This design comes from an exercise in tuning for small area and a short achievable clock period on the open sky130 flow, not from production work. At most, simulation tests tie the RTL to the original design; equivalence was not proved. No activity file was given, so power comes from the tool's default toggle rates.

## JK
==> flow/design.v <==
package readout_pkg;
	localparam logic [1:0] IDLE = 2'd0;
	localparam logic [1:0] SEND = 2'd1;
	localparam logic [1:0] DONE = 2'd2;
	localparam logic [15:0] MARKER_WORD = 16'h700C;
	localparam logic [15:0] CLOSE_WORD = 16'h7FFF;
	localparam logic [3:0] STATUS_NIBBLE = 4'h7;
	localparam int HDR_WORDS = 2;  
	localparam int TRL_WORDS = 4;  
	function automatic logic [14:0] crc15_d13(input logic [12:0] d, input logic [14:0] c);
		logic [14:0] n;
		integer i;
		n[0] = d[0] ^ c[2];
		for (i = 1; i <= 12; i = i + 1) begin
			n[i] = d[i-1] ^ d[i] ^ c[i+1] ^ c[i+2];
		end
		n[13] = d[12] ^ c[14] ^ c[0];
		n[14] = c[1];
		crc15_d13 = n;
	endfunction
endpackage
`timescale 1ns/10ps
module sync_fifo #(
	parameter int WIDTH = 13,
	parameter int DEPTH_LOG2 = 5
)(
	input  logic                  RCLK,
	input  logic                  RST_RESYNC,
	input  logic                  do_wr_i,
	input  logic [WIDTH-1:0]      din_i,
	input  logic                  do_rd_i,
	output logic [WIDTH-1:0]      dout_o
);
	localparam int DEPTH = 2**DEPTH_LOG2;
	localparam int NHI = DEPTH / 4;
	logic [DEPTH-1:0][WIDTH-1:0] mem;
	logic [DEPTH_LOG2-1:0] wr_ptr;
	logic [DEPTH_LOG2-1:0] wr_ptr_inc;
	logic [3:0] rd_lo;
	logic [NHI-1:0] rd_hi;
	logic [NHI-1:0][WIDTH-1:0] grp;
	always_ff @(posedge RCLK) begin
		for (int i = 0; i < DEPTH; i++) begin
			if (do_wr_i && wr_ptr == i) mem[i] <= din_i;
		end
	end
	always_comb begin
		logic c;
		c = 1'b1;
		for (int b = 0; b < DEPTH_LOG2; b++) begin
			wr_ptr_inc[b] = wr_ptr[b] ^ c;
			c = c & wr_ptr[b];
		end
	end
	always_ff @(posedge RCLK or posedge RST_RESYNC) begin
		if (RST_RESYNC) begin
			wr_ptr <= '0;
			rd_lo <= 4'b0001;
			rd_hi <= {{(NHI-1){1'b0}}, 1'b1};
		end else begin
			if (do_wr_i) begin
				wr_ptr <= wr_ptr_inc;
			end
			if (do_rd_i) begin
				rd_lo <= {rd_lo[2:0], rd_lo[3]};
				if (rd_lo[3]) rd_hi <= {rd_hi[NHI-2:0], rd_hi[NHI-1]};
			end
		end
	end
	always_comb begin
		dout_o = '0;
		for (int g = 0; g < NHI; g++) begin
			grp[g] = '0;
			for (int j = 0; j < 4; j++) begin
				grp[g] = grp[g] | ({WIDTH{rd_lo[j]}} & mem[4*g+j]);
			end
			dout_o = dout_o | ({WIDTH{rd_hi[g]}} & grp[g]);
		end
	end
endmodule
`timescale 1ns/10ps
`timescale 1ns/10ps
`timescale 1ns/10ps
module eth_readout (
	input  logic                  RCLK,
	input  logic                  RST_RESYNC,
	input  logic                  smp_wr_en_i,
	input  logic [11:0]           smp_data_i,
	input  logic                  smp_ovlp_i,
	input  logic                  l1a_wr_en_i,
	input  logic [23:0]           l1a_num_i,
	input  logic                  warn_i,
	input  logic                  txack_i,
	output logic [15:0]           txd_o,
	output logic                  txd_valid_o,
	output logic                  evt_buf_amt_o,
	output logic                  evt_buf_afl_o
);
	function automatic logic [5:0] inc6(input logic [5:0] v);
		logic c;
		c = 1'b1;
		for (int b = 0; b < 6; b++) begin
			inc6[b] = v[b] ^ c;
			c = c & v[b];
		end
	endfunction
	function automatic logic [5:0] dec6(input logic [5:0] v);
		logic c;
		c = 1'b1;
		for (int b = 0; b < 6; b++) begin
			dec6[b] = v[b] ^ c;
			c = c & ~v[b];
		end
	endfunction
	logic send;         
	logic done;         
	logic [3:0] slot;
	logic rd_phase;     
	logic adv;
	logic smp_rd;
	assign adv = send && txack_i;
	assign smp_rd = rd_phase && txack_i;
	logic [5:0] smp_count;
	logic smp_do_wr;
	logic smp_inc;
	logic smp_dec;
	logic [12:0] smp_head;
	assign smp_do_wr = smp_wr_en_i && (!smp_count[5] || smp_rd);
	assign smp_inc = smp_do_wr && !smp_rd;
	assign smp_dec = smp_rd && !smp_do_wr;
	always_ff @(posedge RCLK or posedge RST_RESYNC) begin
		if (RST_RESYNC) begin
			smp_count <= '0;
			evt_buf_amt_o <= 1'b1;
			evt_buf_afl_o <= 1'b0;
		end else begin
			if (smp_inc) smp_count <= inc6(smp_count);
			else if (smp_dec) smp_count <= dec6(smp_count);
			evt_buf_amt_o <= smp_inc ? (smp_count <= 6'd3) : smp_dec ? (smp_count <= 6'd5) : (smp_count <= 6'd4);
			evt_buf_afl_o <= smp_inc ? (smp_count >= 6'd27) : smp_dec ? (smp_count >= 6'd29) : (smp_count >= 6'd28);
		end
	end
	sync_fifo #(.WIDTH(13), .DEPTH_LOG2(5)) smp_fifo (
		.RCLK(RCLK), .RST_RESYNC(RST_RESYNC),
		.do_wr_i(smp_do_wr), .din_i({smp_ovlp_i, smp_data_i}),
		.do_rd_i(smp_rd), .dout_o(smp_head)
	);
	logic [4:0] l1a_count;
	logic l1a_do_wr;
	logic [24:0] l1a_head;
	assign l1a_do_wr = l1a_wr_en_i && (!l1a_count[4] || done);
	always_ff @(posedge RCLK or posedge RST_RESYNC) begin
		if (RST_RESYNC) begin
			l1a_count <= '0;
		end else begin
			if (l1a_do_wr && !done) l1a_count <= 5'(inc6({1'b0, l1a_count}));
			else if (done && !l1a_do_wr) l1a_count <= 5'(dec6({1'b0, l1a_count}));
		end
	end
	sync_fifo #(.WIDTH(25), .DEPTH_LOG2(4)) l1a_fifo (
		.RCLK(RCLK), .RST_RESYNC(RST_RESYNC),
		.do_wr_i(l1a_do_wr), .din_i({warn_i, l1a_num_i}),
		.do_rd_i(done), .dout_o(l1a_head)
	);
	always_ff @(posedge RCLK or posedge RST_RESYNC) begin
		if (RST_RESYNC) begin
			send <= 1'b0;
			done <= 1'b0;
			slot <= '0;
			rd_phase <= 1'b0;
		end else begin
			done <= adv && (slot == 4'd13);
			if (send) begin
				if (adv && slot == 4'd13) send <= 1'b0;
			end else if (!done) begin
				send <= (l1a_count != '0) && (smp_count[5:3] != '0);
			end
			if (!send) slot <= '0;
			else if (txack_i) slot <= 4'(inc6({2'b00, slot}));
			rd_phase <= send && (txack_i ? (slot >= 4'd1 && slot <= 4'd8) : (slot >= 4'd2 && slot <= 4'd9));
		end
	end
	logic [12:0] word1;  
	logic [3:0] slot1;
	logic [14:0] crc;
	logic valid1;
	always_ff @(posedge RCLK) begin
		if (adv) begin
			slot1 <= slot;
			if (slot == 4'd0) word1 <= {1'b0, l1a_head[23:12]};
			else if (slot == 4'd1) word1 <= {1'b0, l1a_head[11:0]};
			else word1 <= {~smp_head[12], smp_head[11:0]};
			if (slot == 4'd0) crc <= '0;
			else crc <= readout_pkg::crc15_d13({1'b0, word1[11:0]}, crc);
		end
	end
	always_ff @(posedge RCLK) begin
		case (slot1)
			4'd10: txd_o <= {1'b0, crc};
			4'd11: txd_o <= readout_pkg::MARKER_WORD;
			4'd12: txd_o <= {readout_pkg::STATUS_NIBBLE, l1a_head[5:0], l1a_count, l1a_head[24]};
			4'd13: txd_o <= readout_pkg::CLOSE_WORD;
			default: txd_o <= {1'b0, word1[12], 2'b00, word1[11:0]};
		endcase
	end
	always_ff @(posedge RCLK or posedge RST_RESYNC) begin
		if (RST_RESYNC) begin
			valid1 <= 1'b0;
			txd_valid_o <= 1'b0;
		end else begin
			if (txack_i) valid1 <= adv;
			txd_valid_o <= txack_i && valid1;
		end
	end
endmodule
export LEC_CHECK = 0
export CAP_MARGIN = 20
export CORE_MARGIN = 2
export CORE_UTILIZATION = 60
export SETUP_SLACK_MARGIN = 1.3
export SLEW_MARGIN = 20
create_clock -name core_clock -period 3.0 [get_ports {RCLK}]
run.sh (not shown) runs the stock make flow with config.mk's settings and CLKGATE_MAP_FILE= SYNTH_SCRIPT=/design/flow/synth_recipe.tcl, a recipe that flattens the netlist after the stock synthesis.
JK did not stop at any stage, and its layout met the timing, DRC and antenna checks.
## Diff of input files: MS against JK
diff --git a/flow/design.v b/flow/design.v
--- a/flow/design.v
+++ b/flow/design.v
@@ -29,19 +29,16 @@
 	input  logic                  do_wr_i,
 	input  logic [WIDTH-1:0]      din_i,
 	input  logic                  do_rd_i,
 	output logic [WIDTH-1:0]      dout_o
 );
 	localparam int DEPTH = 2**DEPTH_LOG2;
-	localparam int NHI = DEPTH / 4;
 	logic [DEPTH-1:0][WIDTH-1:0] mem;
 	logic [DEPTH_LOG2-1:0] wr_ptr;
 	logic [DEPTH_LOG2-1:0] wr_ptr_inc;
-	logic [3:0] rd_lo;
-	logic [NHI-1:0] rd_hi;
-	logic [NHI-1:0][WIDTH-1:0] grp;
+	logic [DEPTH-1:0] rd_sel;  
 	always_ff @(posedge RCLK) begin
 		for (int i = 0; i < DEPTH; i++) begin
 			if (do_wr_i && wr_ptr == i) mem[i] <= din_i;
 		end
 	end
 	always_comb begin
@@ -52,32 +49,22 @@
 			c = c & wr_ptr[b];
 		end
 	end
 	always_ff @(posedge RCLK or posedge RST_RESYNC) begin
 		if (RST_RESYNC) begin
 			wr_ptr <= '0;
-			rd_lo <= 4'b0001;
-			rd_hi <= {{(NHI-1){1'b0}}, 1'b1};
-		end else begin
-			if (do_wr_i) begin
-				wr_ptr <= wr_ptr_inc;
-			end
-			if (do_rd_i) begin
-				rd_lo <= {rd_lo[2:0], rd_lo[3]};
-				if (rd_lo[3]) rd_hi <= {rd_hi[NHI-2:0], rd_hi[NHI-1]};
-			end
+			rd_sel <= {{(DEPTH-1){1'b0}}, 1'b1};
+		end else begin
+			if (do_wr_i) wr_ptr <= wr_ptr_inc;
+			if (do_rd_i) rd_sel <= {rd_sel[DEPTH-2:0], rd_sel[DEPTH-1]};
 		end
 	end
 	always_comb begin
 		dout_o = '0;
-		for (int g = 0; g < NHI; g++) begin
-			grp[g] = '0;
-			for (int j = 0; j < 4; j++) begin
-				grp[g] = grp[g] | ({WIDTH{rd_lo[j]}} & mem[4*g+j]);
-			end
-			dout_o = dout_o | ({WIDTH{rd_hi[g]}} & grp[g]);
+		for (int i = 0; i < DEPTH; i++) begin
+			dout_o = dout_o | ({WIDTH{rd_sel[i]}} & mem[i]);
 		end
 	end
 endmodule
 `timescale 1ns/10ps
 `timescale 1ns/10ps
 `timescale 1ns/10ps
@@ -122,24 +109,26 @@
 	assign smp_rd = rd_phase && txack_i;
 	logic [5:0] smp_count;
 	logic smp_do_wr;
 	logic smp_inc;
 	logic smp_dec;
 	logic [12:0] smp_head;
+	logic amt_n;        
+	assign evt_buf_amt_o = ~amt_n;
 	assign smp_do_wr = smp_wr_en_i && (!smp_count[5] || smp_rd);
 	assign smp_inc = smp_do_wr && !smp_rd;
 	assign smp_dec = smp_rd && !smp_do_wr;
 	always_ff @(posedge RCLK or posedge RST_RESYNC) begin
 		if (RST_RESYNC) begin
 			smp_count <= '0;
-			evt_buf_amt_o <= 1'b1;
+			amt_n <= 1'b0;
 			evt_buf_afl_o <= 1'b0;
 		end else begin
 			if (smp_inc) smp_count <= inc6(smp_count);
 			else if (smp_dec) smp_count <= dec6(smp_count);
-			evt_buf_amt_o <= smp_inc ? (smp_count <= 6'd3) : smp_dec ? (smp_count <= 6'd5) : (smp_count <= 6'd4);
+			amt_n <= smp_inc ? (smp_count > 6'd3) : smp_dec ? (smp_count > 6'd5) : (smp_count > 6'd4);
 			evt_buf_afl_o <= smp_inc ? (smp_count >= 6'd27) : smp_dec ? (smp_count >= 6'd29) : (smp_count >= 6'd28);
 		end
 	end
 	sync_fifo #(.WIDTH(13), .DEPTH_LOG2(5)) smp_fifo (
 		.RCLK(RCLK), .RST_RESYNC(RST_RESYNC),
 		.do_wr_i(smp_do_wr), .din_i({smp_ovlp_i, smp_data_i}),
==> comparison <==
- Post-synthesis xor/xnor area fraction of MS is on par with JK.
- Between MS and JK, the sequential power figures differ only marginally.
- Number of gates resized after CTS grows by more than half when moving from JK to MS.
- MS vs JK, destination of the critical timing path: word1[0] vs word1[5]
- Post-synthesis sequential area ratio for MS is higher than for JK.
- A worst-path cell with the longest stage delay of dfrtp_4 is what JK shows, while dfrtp_2 belongs to MS.
- Sort JK and MS by smallest hold slack asc -> top: JK
No run of this note included a check of the RTL's function; only the layout flow was run.

Another version of the RTL of eth_readout (not shown whole).
Size in the first run: about 2800 cells after synthesis, roughly 0.034 mm^2 of cells after synthesis.
// eth_readout
module eth_readout (
	input  logic                  RCLK,
	input  logic                  RST_RESYNC,
	input  logic                  smp_wr_en_i,
	input  logic [11:0]           smp_data_i,
	input  logic                  smp_ovlp_i,
	input  logic                  l1a_wr_en_i,
	input  logic [23:0]           l1a_num_i,
	input  logic                  warn_i,
	input  logic                  txack_i,
	output logic [15:0]           txd_o,
	output logic                  txd_valid_o,
	output logic                  evt_buf_amt_o,
	output logic                  evt_buf_afl_o
);
==> module eth_readout, before the edit <==
module eth_readout (
	input  logic                  RCLK,
	input  logic                  RST_RESYNC,
	input  logic                  smp_wr_en_i,
	input  logic [11:0]           smp_data_i,
	input  logic                  smp_ovlp_i,
	input  logic                  l1a_wr_en_i,
	input  logic [23:0]           l1a_num_i,
	input  logic                  warn_i,
	input  logic                  txack_i,
	output logic [15:0]           txd_o,
	output logic                  txd_valid_o,
	output logic                  evt_buf_amt_o,
	output logic                  evt_buf_afl_o
);
	logic phase;
	always_ff @(posedge RCLK) begin
		phase <= ~phase;
	end
	logic send;         
	logic done;         
	logic [3:0] slot;
	logic rd_phase;     
	logic adv;
	logic smp_rd;
	assign adv = send && txack_i;
	assign smp_rd = rd_phase && txack_i;
	logic [7:0] smp_lo;
	logic [4:0] smp_hi;
	logic smp_full;
	logic smp_inc;
	logic smp_dec;
	logic [12:0] smp_head;
	logic amt_n;        
	assign evt_buf_amt_o = ~amt_n;
	assign smp_full = smp_hi[4];
	assign smp_inc = smp_wr_en_i && !smp_full && !smp_rd;
	assign smp_dec = smp_rd && !smp_wr_en_i;
	always_ff @(posedge RCLK or posedge RST_RESYNC) begin
		if (RST_RESYNC) begin
			smp_lo <= 8'b0000_0001;
			smp_hi <= 5'b0_0001;
			amt_n <= 1'b0;
			evt_buf_afl_o <= 1'b0;
		end else begin
			if (smp_inc) begin
				smp_lo <= {smp_lo[6:0], smp_lo[7]};
				if (smp_lo[7]) smp_hi <= {smp_hi[3:0], 1'b0};
			end else if (smp_dec) begin
				smp_lo <= {smp_lo[0], smp_lo[7:1]};
				if (smp_lo[0]) smp_hi <= {1'b0, smp_hi[4:1]};
			end
			amt_n <= !smp_hi[0] || (smp_inc ? (|smp_lo[7:4]) : smp_dec ? (|smp_lo[7:6]) : (|smp_lo[7:5]));
			evt_buf_afl_o <= smp_hi[4] || (smp_hi[3] && (smp_inc ? (|smp_lo[7:3]) : smp_dec ? (|smp_lo[7:5]) : (|smp_lo[7:4])));
		end
	end
	sync_fifo #(.WIDTH(13), .DEPTH(32), .RD2(1'b1)) smp_fifo (
		.RCLK(RCLK), .phase_i(phase),
		.wr_en_i(smp_wr_en_i), .din_i({smp_ovlp_i, smp_data_i}),
		.rd_a_i(rd_phase), .rd_b_i(txack_i), .cnt_lo_i(smp_lo), .cnt_hi_i(smp_hi), .dout_o(smp_head)
	);
	logic [7:0] l1a_lo;
	logic [2:0] l1a_hi;
	logic [4:0] l1a_count;
	logic l1a_inc;
	logic l1a_dec;
	logic [24:0] l1a_head;
	assign l1a_inc = l1a_wr_en_i && !l1a_hi[2] && !done;
	assign l1a_dec = done && !l1a_wr_en_i;
	always_ff @(posedge RCLK or posedge RST_RESYNC) begin
		if (RST_RESYNC) begin
			l1a_lo <= 8'b0000_0001;
			l1a_hi <= 3'b001;
		end else begin
			if (l1a_inc) begin
				l1a_lo <= {l1a_lo[6:0], l1a_lo[7]};
				if (l1a_lo[7]) l1a_hi <= {l1a_hi[1:0], 1'b0};
			end else if (l1a_dec) begin
				l1a_lo <= {l1a_lo[0], l1a_lo[7:1]};
				if (l1a_lo[0]) l1a_hi <= {1'b0, l1a_hi[2:1]};
			end
		end
	end
	assign l1a_count = {l1a_hi[2], l1a_hi[1],
		l1a_lo[4] | l1a_lo[5] | l1a_lo[6] | l1a_lo[7],
		l1a_lo[2] | l1a_lo[3] | l1a_lo[6] | l1a_lo[7],
		l1a_lo[1] | l1a_lo[3] | l1a_lo[5] | l1a_lo[7]};
	sync_fifo #(.WIDTH(25), .DEPTH(16), .RD2(1'b0)) l1a_fifo (
		.RCLK(RCLK), .phase_i(phase),
		.wr_en_i(l1a_wr_en_i), .din_i({warn_i, l1a_num_i}),
		.rd_a_i(done), .rd_b_i(1'b1), .cnt_lo_i(l1a_lo), .cnt_hi_i(l1a_hi), .dout_o(l1a_head)
	);
	always_ff @(posedge RCLK or posedge RST_RESYNC) begin
		if (RST_RESYNC) begin
			send <= 1'b0;
			done <= 1'b0;
			slot <= '0;
			rd_phase <= 1'b0;
		end else begin
			done <= adv && (slot == 4'd13);
			if (send) begin
				if (adv && slot == 4'd13) send <= 1'b0;
			end else if (!done) begin
				send <= !(l1a_lo[0] && l1a_hi[0]) && !smp_hi[0];
			end
			if (!send) slot <= '0;
			else if (txack_i) slot <= slot + 4'd1;
			rd_phase <= send && (txack_i ? (slot >= 4'd1 && slot <= 4'd8) : (slot >= 4'd2 && slot <= 4'd9));
		end
	end
	logic [12:0] word1;  
	logic [4:0] kind1;   
	logic [14:0] crc;
	logic valid1;
	always_ff @(posedge RCLK) begin
		if (adv) begin
			kind1 <= {slot == 4'd13, slot == 4'd12, slot == 4'd11, slot == 4'd10, slot <= 4'd9};
			if (slot == 4'd0) word1 <= {1'b0, l1a_head[23:12]};
			else if (slot == 4'd1) word1 <= {1'b0, l1a_head[11:0]};
			else word1 <= {~smp_head[12], smp_head[11:0]};
			if (slot == 4'd0) crc <= '0;
			else crc <= readout_pkg::crc15_d13({1'b0, word1[11:0]}, crc);
		end
	end
	always_ff @(posedge RCLK) begin
		txd_o <= ({16{kind1[0]}} & {1'b0, word1[12], 2'b00, word1[11:0]}) |
		         ({16{kind1[1]}} & {1'b0, crc}) |
		         ({16{kind1[2]}} & readout_pkg::MARKER_WORD) |
		         ({16{kind1[3]}} & {readout_pkg::STATUS_NIBBLE, l1a_head[5:0], l1a_count, l1a_head[24]}) |
		         ({16{kind1[4]}} & readout_pkg::CLOSE_WORD);
	end
	always_ff @(posedge RCLK or posedge RST_RESYNC) begin
		if (RST_RESYNC) begin
			valid1 <= 1'b0;
			txd_valid_o <= 1'b0;
		end else begin
			if (txack_i) valid1 <= adv;
			txd_valid_o <= txack_i && valid1;
		end
	end
endmodule
clock: 3.0 ns
lec_check: 0
cap_margin: 20
core_margin: 2
core_utilization: 55
setup_slack_margin: 1.2
slew_margin: 20
synth_hierarchical: 1
synth_minimum_keep_size: 0
standard.sh (not shown) runs the stock make flow with config.mk's settings and CLKGATE_MAP_FILE= SYNTH_SCRIPT=/design/flow/synth_recipe.tcl, a recipe that flattens the netlist after the stock synthesis.
==> flow/flow/run.sh <==
#!/bin/bash
# Standard ORFS layout (the standard.sh, standard synthesis) with a few
# ORFS variables changed:
#  - port buffers are buf_4 cells, and sizing may change a cell's footprint,
#  - CTS without dummy loads and with larger sink clusters.
# Each step's full output is in synth.log / layout.log here and in orfs/logs.
set -euo pipefail
bash standard.sh synth > synth.log 2>&1
bash standard.sh MATCH_CELL_FOOTPRINT=0 \
  "BUFFER_PORTS_ARGS=-buffer_cell sky130_fd_sc_hd__buf_4" \
  "CTS_ARGS=-sink_clustering_enable -repair_clock_nets -dont_use_dummy_load -sink_clustering_size 24 -sink_clustering_max_diameter 80" \
  finish > layout.log 2>&1
==> next run, changes <==
--- a/flow/design.v
+++ b/flow/design.v
@@ -157,16 +157,18 @@
 	assign smp_rd = rd_phase && txack_i;
 	logic [7:0] smp_lo;
 	logic [4:0] smp_hi;
 	logic smp_full;
+	logic smp_do_wr;
 	logic smp_inc;
 	logic smp_dec;
 	logic [12:0] smp_head;
 	logic amt_n;        
 	assign evt_buf_amt_o = ~amt_n;
 	assign smp_full = smp_hi[4];
-	assign smp_inc = smp_wr_en_i && !smp_full && !smp_rd;
-	assign smp_dec = smp_rd && !smp_wr_en_i;
+	assign smp_do_wr = smp_wr_en_i && (!smp_full || smp_rd);
+	assign smp_inc = smp_do_wr && !smp_rd;
+	assign smp_dec = smp_rd && !smp_do_wr;
 	always_ff @(posedge RCLK or posedge RST_RESYNC) begin
 		if (RST_RESYNC) begin
 			smp_lo <= 8'b0000_0001;
 			smp_hi <= 5'b0_0001;
@@ -191,13 +193,15 @@
 	);
 	logic [7:0] l1a_lo;
 	logic [2:0] l1a_hi;
 	logic [4:0] l1a_count;
+	logic l1a_do_wr;
 	logic l1a_inc;
 	logic l1a_dec;
 	logic [24:0] l1a_head;
-	assign l1a_inc = l1a_wr_en_i && !l1a_hi[2] && !done;
-	assign l1a_dec = done && !l1a_wr_en_i;
+	assign l1a_do_wr = l1a_wr_en_i && (!l1a_hi[2] || done);
+	assign l1a_inc = l1a_do_wr && !done;
+	assign l1a_dec = done && !l1a_do_wr;
 	always_ff @(posedge RCLK or posedge RST_RESYNC) begin
 		if (RST_RESYNC) begin
 			l1a_lo <= 8'b0000_0001;
 			l1a_hi <= 3'b001;
@@ -238,27 +242,29 @@
 			rd_phase <= send && (txack_i ? (slot >= 4'd1 && slot <= 4'd8) : (slot >= 4'd2 && slot <= 4'd9));
 		end
 	end
 	logic [12:0] word1;  
-	logic [4:0] kind1;   
+	logic [3:0] slot1;
 	logic [14:0] crc;
 	logic valid1;
 	always_ff @(posedge RCLK) begin
 		if (adv) begin
-			kind1 <= {slot == 4'd13, slot == 4'd12, slot == 4'd11, slot == 4'd10, slot <= 4'd9};
+			slot1 <= slot;
 			if (slot == 4'd0) word1 <= {1'b0, l1a_head[23:12]};
 			else if (slot == 4'd1) word1 <= {1'b0, l1a_head[11:0]};
 			else word1 <= {~smp_head[12], smp_head[11:0]};
 			if (slot == 4'd0) crc <= '0;
 			else crc <= readout_pkg::crc15_d13({1'b0, word1[11:0]}, crc);
 		end
 	end
 	always_ff @(posedge RCLK) begin
-		txd_o <= ({16{kind1[0]}} & {1'b0, word1[12], 2'b00, word1[11:0]}) |
-		         ({16{kind1[1]}} & {1'b0, crc}) |
-		         ({16{kind1[2]}} & readout_pkg::MARKER_WORD) |
-		         ({16{kind1[3]}} & {readout_pkg::STATUS_NIBBLE, l1a_head[5:0], l1a_count, l1a_head[24]}) |
-		         ({16{kind1[4]}} & readout_pkg::CLOSE_WORD);
+		case (slot1)
+			4'd10: txd_o <= {1'b0, crc};
+			4'd11: txd_o <= readout_pkg::MARKER_WORD;
+			4'd12: txd_o <= {readout_pkg::STATUS_NIBBLE, l1a_head[5:0], l1a_count, l1a_head[24]};
+			4'd13: txd_o <= readout_pkg::CLOSE_WORD;
+			default: txd_o <= {1'b0, word1[12], 2'b00, word1[11:0]};
+		endcase
 	end
 	always_ff @(posedge RCLK or posedge RST_RESYNC) begin
 		if (RST_RESYNC) begin
 			valid1 <= 1'b0;
Outcome: The new run completed with no timing, DRC or antenna violations. Clock-buffer cell count does not change. Wire length barely changes. Worst hold slack improves by 44 ps. First-iteration DRC count decreases by about 0.65%. Synthesized cell count stays flat. Final area barely changes. Worst setup slack degrades by 5.5 ps. Via count increases by about 0.32%. Utilization increases by 0.14 points. Sequential share of layout area decreases by 0.11 points.

afterwards: timing with drivers on the ports:
No port has a modelled driver above. Below, the same layouts with a new extraction and two added sets of constraints.
Step 1: set_driving_cell puts a clkbuf_16 on RCLK and a buf_2 on each other input, an assumption about the parent block.
Step 2 also shifts input and output timing later by t, the mid clock arrival at the registers, as if the neighbouring blocks saw the same clock.
Three values: no drivers, after step 1, after step 2; two values: the first two.
| run | t (ns) | setup WS [ns] | worst data-port slew with drivers (ns) |
|---|---|---|---|
| JK | 0.715 | 0.577 / 0.577 / 0.230 | 0.10 |
| MS | 0.720 | 0.680 / 0.680 / 0.307 | 0.10 |
| the first run of note 2 | 0.663 | 1.194 / 1.134 / 0.813 | 0.06 |
| the second run of note 2 | 0.665 | 1.189 / 1.124 / 0.688 | 0.07 |
After both steps setup and hold are still met in every run listed. The setup slack of the second run of note 2, which loses most, moves by -0.065 ns with the drivers and by -0.501 ns with both steps.
